Source: an optimization exercise on an open RTL-to-GDS flow (aim: small area, a short achievable clock period and few clock cycles per item). Production flows keep margins and buffers that such runs may drop. The RTL was checked by simulation tests, not by an equivalence proof against the original design.

`flow/config.mk`:
```
export PLATFORM = sky130hd
export DESIGN_NAME = mult_div_unit
export DESIGN_NICKNAME = mult_div_unit
export VERILOG_FILES = /design/flow/design.v
export SDC_FILE = /design/flow/constraint.sdc
export NUM_CORES = 4
export LEC_CHECK = 0
export CAP_MARGIN = 20
export CORE_MARGIN = 2
export CORE_UTILIZATION = 40
export SLEW_MARGIN = 20
```
`flow/constraint.sdc`:
```
create_clock -name core_clock -period 11.0 [get_ports {clk}]
set_input_delay 2.2000 -clock core_clock [delete_from_list [all_inputs] [get_ports {clk}]]
set_output_delay 2.2000 -clock core_clock [all_outputs]
set_load 0.01 [all_outputs]
```
`flow/design.v`:
```
package md_pkg;
   localparam int MD_WIDTH = 32;
   localparam logic [1:0] NO_MULT_DIV = 2'b00;
   localparam logic [1:0] MULT        = 2'b01;
   localparam logic [1:0] DIV         = 2'b10;
   typedef enum logic [1:0] {
      ST_IDLE = 2'b00,
      ST_MUL  = 2'b01,
      ST_DIV  = 2'b10,
      ST_FIX  = 2'b11
   } md_state_e;
endpackage
module md_divider_core #(
   parameter int WIDTH = 32
) (
   input  logic [WIDTH-1:0] rem_i,
   input  logic [WIDTH-1:0] quot_i,
   input  logic [WIDTH-1:0] divisor_i,
   output logic [WIDTH-1:0] rem_o,
   output logic [WIDTH-1:0] quot_o
);
   logic [WIDTH:0]   rem_shift_s;
   logic [WIDTH-1:0] diff_s;
   logic             fits_s;
   assign rem_shift_s = {rem_i, quot_i[WIDTH-1]};
   assign fits_s      = (rem_shift_s >= {1'b0, divisor_i});
   assign diff_s      = rem_shift_s[WIDTH-1:0] - divisor_i;
   assign rem_o  = fits_s ? diff_s : rem_shift_s[WIDTH-1:0];
   assign quot_o = {quot_i[WIDTH-2:0], fits_s};
endmodule
import md_pkg::*;
module mult_div_unit
#(
   parameter int WIDTH      = MD_WIDTH,
   parameter int MUL_CYCLES = 2
) (
   input  logic             clk,
   input  logic             rst,
   input  logic             mult_en_e,
   input  logic             div_en_e,
   input  logic             unsigned_instr_e,
   input  logic             hi_write_e,
   input  logic             lo_write_e,
   input  logic [1:0]       hi_src_e,
   input  logic [1:0]       lo_src_e,
   input  logic [WIDTH-1:0] src_a_e,
   input  logic [WIDTH-1:0] src_b_e,
   output logic [WIDTH-1:0] hi_out,
   output logic [WIDTH-1:0] lo_out,
   output logic             busy,
   output logic             done
);
   localparam int CNT_W = $clog2((WIDTH > MUL_CYCLES) ? WIDTH : MUL_CYCLES) + 1;
   md_pkg::md_state_e state_q, state_d;
   logic [CNT_W-1:0] cnt_q, cnt_d;
   logic [WIDTH:0]   op_a_q, op_a_d;
   logic [WIDTH:0]   op_b_q, op_b_d;
   logic [WIDTH-1:0] rem_q, rem_d;
   logic [WIDTH-1:0] quot_q, quot_d;
   logic             neg_quot_q, neg_quot_d;
   logic             neg_rem_q, neg_rem_d;
   logic             div0_q, div0_d;
   logic [WIDTH-1:0] hi_q, hi_d;
   logic [WIDTH-1:0] lo_q, lo_d;
   logic             busy_q, busy_d;
   logic             done_q, done_d;
   logic             neg_a_s, neg_b_s;
   logic [WIDTH-1:0] abs_a_s, abs_b_s;
   logic [2*WIDTH-1:0] mul_a_s, mul_b_s, mul_prod_s;
   logic [WIDTH-1:0] core_rem_s, core_quot_s;
   assign neg_a_s = ~unsigned_instr_e & src_a_e[WIDTH-1];
   assign neg_b_s = ~unsigned_instr_e & src_b_e[WIDTH-1];
   assign abs_a_s = neg_a_s ? ({WIDTH{1'b0}} - src_a_e) : src_a_e;
   assign abs_b_s = neg_b_s ? ({WIDTH{1'b0}} - src_b_e) : src_b_e;
   assign mul_a_s    = {{(WIDTH-1){op_a_q[WIDTH]}}, op_a_q};
   assign mul_b_s    = {{(WIDTH-1){op_b_q[WIDTH]}}, op_b_q};
   assign mul_prod_s = mul_a_s * mul_b_s;
   md_divider_core #(.WIDTH(WIDTH)) u_div_core (
      .rem_i     (rem_q),
      .quot_i    (quot_q),
      .divisor_i (op_b_q[WIDTH-1:0]),
      .rem_o     (core_rem_s),
      .quot_o    (core_quot_s)
   );
   always_comb begin
      state_d    = state_q;
      cnt_d      = cnt_q;
      op_a_d     = op_a_q;
      op_b_d     = op_b_q;
      rem_d      = rem_q;
      quot_d     = quot_q;
      neg_quot_d = neg_quot_q;
      neg_rem_d  = neg_rem_q;
      div0_d     = div0_q;
      hi_d       = hi_q;
      lo_d       = lo_q;
      busy_d     = busy_q;
      done_d     = 1'b0;
      case (state_q)
         ST_IDLE: begin
            if (mult_en_e) begin
               op_a_d  = {~unsigned_instr_e & src_a_e[WIDTH-1], src_a_e};
               op_b_d  = {~unsigned_instr_e & src_b_e[WIDTH-1], src_b_e};
               cnt_d   = CNT_W'(MUL_CYCLES - 1);
               busy_d  = 1'b1;
               state_d = ST_MUL;
            end else if (div_en_e) begin
               op_a_d     = {1'b0, abs_a_s};
               op_b_d     = {1'b0, abs_b_s};
               rem_d      = {WIDTH{1'b0}};
               quot_d     = abs_a_s;
               neg_quot_d = neg_a_s ^ neg_b_s;
               neg_rem_d  = neg_a_s;
               div0_d     = (src_b_e == {WIDTH{1'b0}});
               cnt_d      = CNT_W'(WIDTH - 1);
               busy_d     = 1'b1;
               state_d    = ST_DIV;
            end else begin
               busy_d = 1'b0;
               if (hi_write_e && (hi_src_e == NO_MULT_DIV)) begin
                  hi_d = src_a_e;
               end else begin
                  hi_d = hi_q;
               end
               if (lo_write_e && (lo_src_e == NO_MULT_DIV)) begin
                  lo_d = src_a_e;
               end else begin
                  lo_d = lo_q;
               end
            end
         end
         ST_MUL: begin
            if (cnt_q == {CNT_W{1'b0}}) begin
               hi_d    = mul_prod_s[2*WIDTH-1:WIDTH];
               lo_d    = mul_prod_s[WIDTH-1:0];
               busy_d  = 1'b0;
               done_d  = 1'b1;
               state_d = ST_IDLE;
            end else begin
               cnt_d = cnt_q - CNT_W'(1);
            end
         end
         ST_DIV: begin
            rem_d  = core_rem_s;
            quot_d = core_quot_s;
            if (cnt_q == {CNT_W{1'b0}}) begin
               state_d = ST_FIX;
            end else begin
               cnt_d = cnt_q - CNT_W'(1);
            end
         end
         ST_FIX: begin
            if (div0_q) begin
               lo_d = {WIDTH{1'b1}};
               hi_d = neg_rem_q ? ({WIDTH{1'b0}} - op_a_q[WIDTH-1:0]) : op_a_q[WIDTH-1:0];
            end else begin
               lo_d = neg_quot_q ? ({WIDTH{1'b0}} - quot_q) : quot_q;
               hi_d = neg_rem_q ? ({WIDTH{1'b0}} - rem_q) : rem_q;
            end
            busy_d  = 1'b0;
            done_d  = 1'b1;
            state_d = ST_IDLE;
         end
         default: begin
            busy_d  = 1'b0;
            state_d = ST_IDLE;
         end
      endcase
   end
   always_ff @(posedge clk or posedge rst) begin
      if (rst) begin
         state_q    <= ST_IDLE;
         cnt_q      <= {CNT_W{1'b0}};
         op_a_q     <= {(WIDTH+1){1'b0}};
         op_b_q     <= {(WIDTH+1){1'b0}};
         rem_q      <= {WIDTH{1'b0}};
         quot_q     <= {WIDTH{1'b0}};
         neg_quot_q <= 1'b0;
         neg_rem_q  <= 1'b0;
         div0_q     <= 1'b0;
         hi_q       <= {WIDTH{1'b0}};
         lo_q       <= {WIDTH{1'b0}};
         busy_q     <= 1'b0;
         done_q     <= 1'b0;
      end else begin
         state_q    <= state_d;
         cnt_q      <= cnt_d;
         op_a_q     <= op_a_d;
         op_b_q     <= op_b_d;
         rem_q      <= rem_d;
         quot_q     <= quot_d;
         neg_quot_q <= neg_quot_d;
         neg_rem_q  <= neg_rem_d;
         div0_q     <= div0_d;
         hi_q       <= hi_d;
         lo_q       <= lo_d;
         busy_q     <= busy_d;
         done_q     <= done_d;
      end
   end
   assign hi_out = hi_q;
   assign lo_out = lo_q;
   assign busy   = busy_q;
   assign done   = done_q;
endmodule
```
`flow/run.sh`:
```
#!/bin/bash
# synth_recipe.tcl (not shown) runs the flow's synth.tcl, then flattens the netlist and writes it again
# the make line also repeats each setting of config.mk as NAME=value (left out here)
make -C /OpenROAD-flow-scripts/flow DESIGN_CONFIG=/design/flow/config.mk WORK_HOME=/design/flow/orfs CLKGATE_MAP_FILE= SYNTH_SCRIPT=/design/flow/synth_recipe.tcl finish
```
==> results_tabular.tex <==
\begin{tabular}{lr}
\hline
Metric & Value \\
\hline
\multicolumn{2}{l}{\textbf{Synthesis}} \\
Number of enable flip-flop cells after synthesis & 0 \\
Cell type with the highest aggregate area in the netlist & sky130\_fd\_sc\_hd\_\_fa\_1 \\
Syn nets & 7473 \\
Yosys cell types & 88 \\
Area contributors post-synth & sky130\_fd\_sc\_hd\_\_fa\_1, sky130\_fd\_sc\_hd\_\_dfrtp\_1, sky130\_fd\_sc\_hd\_\_inv\_1 \\
Mean Syn Cell Area & 8.802 um2 \\
Count of state elements after synthesis & 207 \\
Leading post-synthesis cells by instance count & sky130\_fd\_sc\_hd\_\_inv\_1, sky130\_fd\_sc\_hd\_\_fa\_1, sky130\_fd\_sc\_hd\_\_nand2\_1 \\
Cell count after synthesis & 6015 \\
Flip-flop cell with the highest count after synthesis & sky130\_fd\_sc\_hd\_\_dfrtp\_1 \\
Part of the Yosys area used for sequential elements & 9.784\% \\
Synth Warn \# & 1 \\
Top-count cell post-synth & sky130\_fd\_sc\_hd\_\_inv\_1 \\
Async set-reset flop share out of synthesis & 100.0\% \\
Proportion of netlist area held by the largest area contributor & 42.57\% \\
Netlist Area Pre-Place & 52950 um2 \\
\multicolumn{2}{l}{\textbf{Clock tree}} \\
Clock sinks & 207 \\
Clock buffers created by TritonCTS & 27 \\
TritonCTS clock tree & built \\
Worst skew pair latency & 580 ps \\
CTS resizes & 0 \\
H-tree Lvls & 1 \\
Hold-fix buffer count after cts & 0 \\
Post-CTS setup buffers & 0 \\
Clock Root Buffer & sky130\_fd\_sc\_hd\_\_clkbuf\_16 \\
Longest Clk Path Bufs & 3 \\
Clock-pin slew on the worst setup and hold paths & 60 ps \\
\multicolumn{2}{l}{\textbf{Detailed routing}} \\
Wirelength, routed & 172500 um \\
Residual DRC count & 0 \\
Routed vias & 41540 \\
Via density & 5.402 \\
Antenna Nets Post-Route & 0 \\
Detailed router's first-iteration violation count & 3416 \\
Drt first pass iters & 10 \\
Wire length per cell & 22.44 um \\
\multicolumn{2}{l}{\textbf{Place}} \\
Placement Setup Slack & 1977 ps \\
RD Place Congestion & 0.9633 \\
HPWL Detailed & 138100 um \\
Buffers on Ports & 140 \\
\multicolumn{2}{l}{\textbf{Die}} \\
Rows & 133 \\
Initial core utilization & 40.27\% \\
Die outline width & 367.8 um \\
Area of the placeable core & 131500 um2 \\
I/O Pins & 141 \\
Die outline area & 135300 um2 \\
Die Y-Extent & 367.8 um \\
\multicolumn{2}{l}{\textbf{Timing}} \\
Setup TNS Final & 0 ps \\
Crit share post-route & 83.58\% \\
Final count of negative-setup-slack endpoints & 0 \\
Setup repair after global routing missed its margin & no \\
Crit path setup slack, layout & 1806 ps \\
Least-Margin Pin Slew & 1105 ps \\
Worst slew slack as a fraction of its limit & 26.32\% \\
Final critical delay including setup and external delays & 9194 ps \\
Skew final & 26.04 ps \\
Total count of hold-check failures in the final report & 0 \\
Fmax & 108.8 MHz \\
Pins over their slew limit & 0 \\
\multicolumn{2}{l}{\textbf{Global routing}} \\
Global routing usage on met1 & 36.13\% \\
Overall global routing resource usage & 25.84\% \\
Global Route met3 Usage & 3.798\% \\
Via count of the first global-routing pass & 43270 \\
Global-route track usage on met2 & 41.56\% \\
Pin count of the biggest net entering global routing & 97 \\
Global routing's busiest layer & met2 \\
Global-route wire length before repair & 267000 um \\
Number of antenna violations at the first check in global routing & 8 \\
Total overflow reported by the global router & 0 \\
\multicolumn{2}{l}{\textbf{Setup path}} \\
Category of the worst setup path launch point & flop \\
FF-to-FF path depth & 24 \\
Critical path fanouts, max & 24 \\
Worst R2R Setup Slack & 1810 ps \\
Worst Path Required & 11500 ps \\
Classification of the worst setup path & flop to flop \\
Category of the worst setup path capture point & flop \\
Data arrival at the endpoint of the critical path & 9700 ps \\
\multicolumn{2}{l}{\textbf{Layout}} \\
Nets & 7370 \\
Layout cell share with drive strength beyond 1 & 3.422\% \\
Layout overhead on the synthesized area & 7.420\% \\
\multicolumn{2}{l}{\textbf{Flow run}} \\
MaxCap Viol Count & 0 \\
\multicolumn{2}{l}{\textbf{Hold path}} \\
Worst hold path depth & 2 \\
HP Class & flop to flop \\
\multicolumn{2}{l}{\textbf{Outcome}} \\
Outcome & no timing/DRC/antenna violations \\
\hline
\end{tabular}
-- final timing paths --
| check | from | to |
|---|---|---|
| min | op_b_q[18] | op_b_q[18] |
| max reg2reg | op_b_q[4] | hi_q[31] |
| min reg2reg | op_b_q[18] | op_b_q[18] |
| max | op_b_q[4] | hi_q[31] |
| max in group asynchronous | rst | op_a_q[15] |
| min in group asynchronous | rst | busy_q |
-- cell type report --
cell class	instances	area, um2
tap	1755	2196
fill	13070	74590
antenna	1	2.502
clock buffer	37	763.2
timing repair buffer	237	2175
inverter	1183	4448
multi-input combinational	4256	41880
sequential	207	5189
clock inverter	13	217.7
-- logic make-up after synthesis --
group | synth area share (%)
flip-flops | 9.784
AO/OA/AOI/OAI | 9.056
AND/OR/NAND/NOR | 16.37
XOR/XNOR | 4.566
multiplexers | 0.3852
adder cells (fa/ha/maj) | 48.65
buffers and inverters | 11.19
-- registers in the layout, summed over array words and instances, names as in the netlist --
| name | count |
|---|---|
| op_b_q | 33 |
| div0_q | 1 |
| cnt_q | 6 |
| busy_q | 1 |
| hi_q | 32 |
| rem_q | 32 |
| neg_quot_q | 1 |
| op_a_q | 33 |
| done_q | 1 |
| neg_rem_q | 1 |
| state_q | 2 |
| lo_q | 32 |
| quot_q | 32 |
-- layer usage --
metal | up-vias | share of wire, % | wire length, um
li1 | 17970 | - | -
met1 | 21610 | 42 | 72630
met2 | 1662 | 47 | 80420
met3 | 294 | 7.7 | 13220
met4 | 6 | 3.6 | 6202
met5 | - | 0.021 | 37
-- layout by cell type, fill, tap and decap left out, types with 28 or more instances in the layout --
master,Yosys,final
sky130_fd_sc_hd__fa_1,1126,1126
sky130_fd_sc_hd__a31oi_1,40,40
sky130_fd_sc_hd__a21o_1,44,43
sky130_fd_sc_hd__buf_4,0,94
sky130_fd_sc_hd__nor2_1,213,210
sky130_fd_sc_hd__xnor2_1,167,167
sky130_fd_sc_hd__nand2_1,845,843
sky130_fd_sc_hd__o21ai_1,28,28
sky130_fd_sc_hd__and2_1,506,506
sky130_fd_sc_hd__o31ai_1,42,42
sky130_fd_sc_hd__dfrtp_1,207,200
sky130_fd_sc_hd__clkdlybuf4s50_1,0,140
sky130_fd_sc_hd__nor2b_1,41,41
sky130_fd_sc_hd__xor2_1,109,109
sky130_fd_sc_hd__a21oi_1,176,176
sky130_fd_sc_hd__nand2b_1,30,30
sky130_fd_sc_hd__nor3_1,30,30
sky130_fd_sc_hd__inv_1,1180,1179
sky130_fd_sc_hd__ha_1,257,254
sky130_fd_sc_hd__o21ai_0,261,261
-- per-stage QoR --
stage               util (%)  cells  area (um2)  hold WS (ps)
detailed placement     42.49   7637       55860         471.3
floorplan                  -   6015       52950         472.9
finish                 43.26   7689       56870         488.3
CTS                    43.24   7687       56840         485.1
global route           43.26   7688       56870         518.3
global placement       42.49   7637       55860         463.7
-- critical path, stage by stage (launching register included) --
cell and delay (ps):
sky130_fd_sc_hd__dfrtp_1 1020, sky130_fd_sc_hd__and2_1 310, sky130_fd_sc_hd__fa_1 490, sky130_fd_sc_hd__fa_1 570
sky130_fd_sc_hd__fa_1 670, sky130_fd_sc_hd__fa_1 890, sky130_fd_sc_hd__inv_1 410, sky130_fd_sc_hd__fa_1 600
sky130_fd_sc_hd__inv_1 50, sky130_fd_sc_hd__fa_1 500, sky130_fd_sc_hd__fa_1 490, sky130_fd_sc_hd__inv_1 50
sky130_fd_sc_hd__fa_1 470, sky130_fd_sc_hd__inv_1 40, sky130_fd_sc_hd__ha_1 340, sky130_fd_sc_hd__a21oi_1 200
sky130_fd_sc_hd__o21ai_0 140, sky130_fd_sc_hd__nor2_1 210, sky130_fd_sc_hd__nand2_1 90, sky130_fd_sc_hd__a211oi_2 360
sky130_fd_sc_hd__o31a_2 330, sky130_fd_sc_hd__a311oi_1 140, sky130_fd_sc_hd__or3_1 370, sky130_fd_sc_hd__a21bo_1 210
sky130_fd_sc_hd__a31oi_1 160
Testbench counts, summed over its fixed seeds: cycles 35,480, ops 2,400.

## what the ideal ports hide
In the flow no input, the clock included, has a driving cell. The finished layout below was timed again as built, in two steps. Step 1 assumes that a clkbuf_16 drives the clock port and a buf_2 every other input. Step 2 also shifts input and output timing later by t, the mid clock arrival at the registers, as if the neighbouring blocks saw the same clock. Three values: ideal, step 1, step 2; two values: the first two.
t (ns): 0.623
slack for setup (ns): 1.806 / 1.806 / 1.806
hold slack, ns: 0.488 / 0.488 / 0.488
slew at the worst register clock pin (ns): 0.07 / 0.07
worst data-port slew with drivers (ns): 0.08
After both steps setup and hold are still met in this run. The setup slack of this run moves by 0.000 ns with the drivers and by 0.000 ns with both steps.
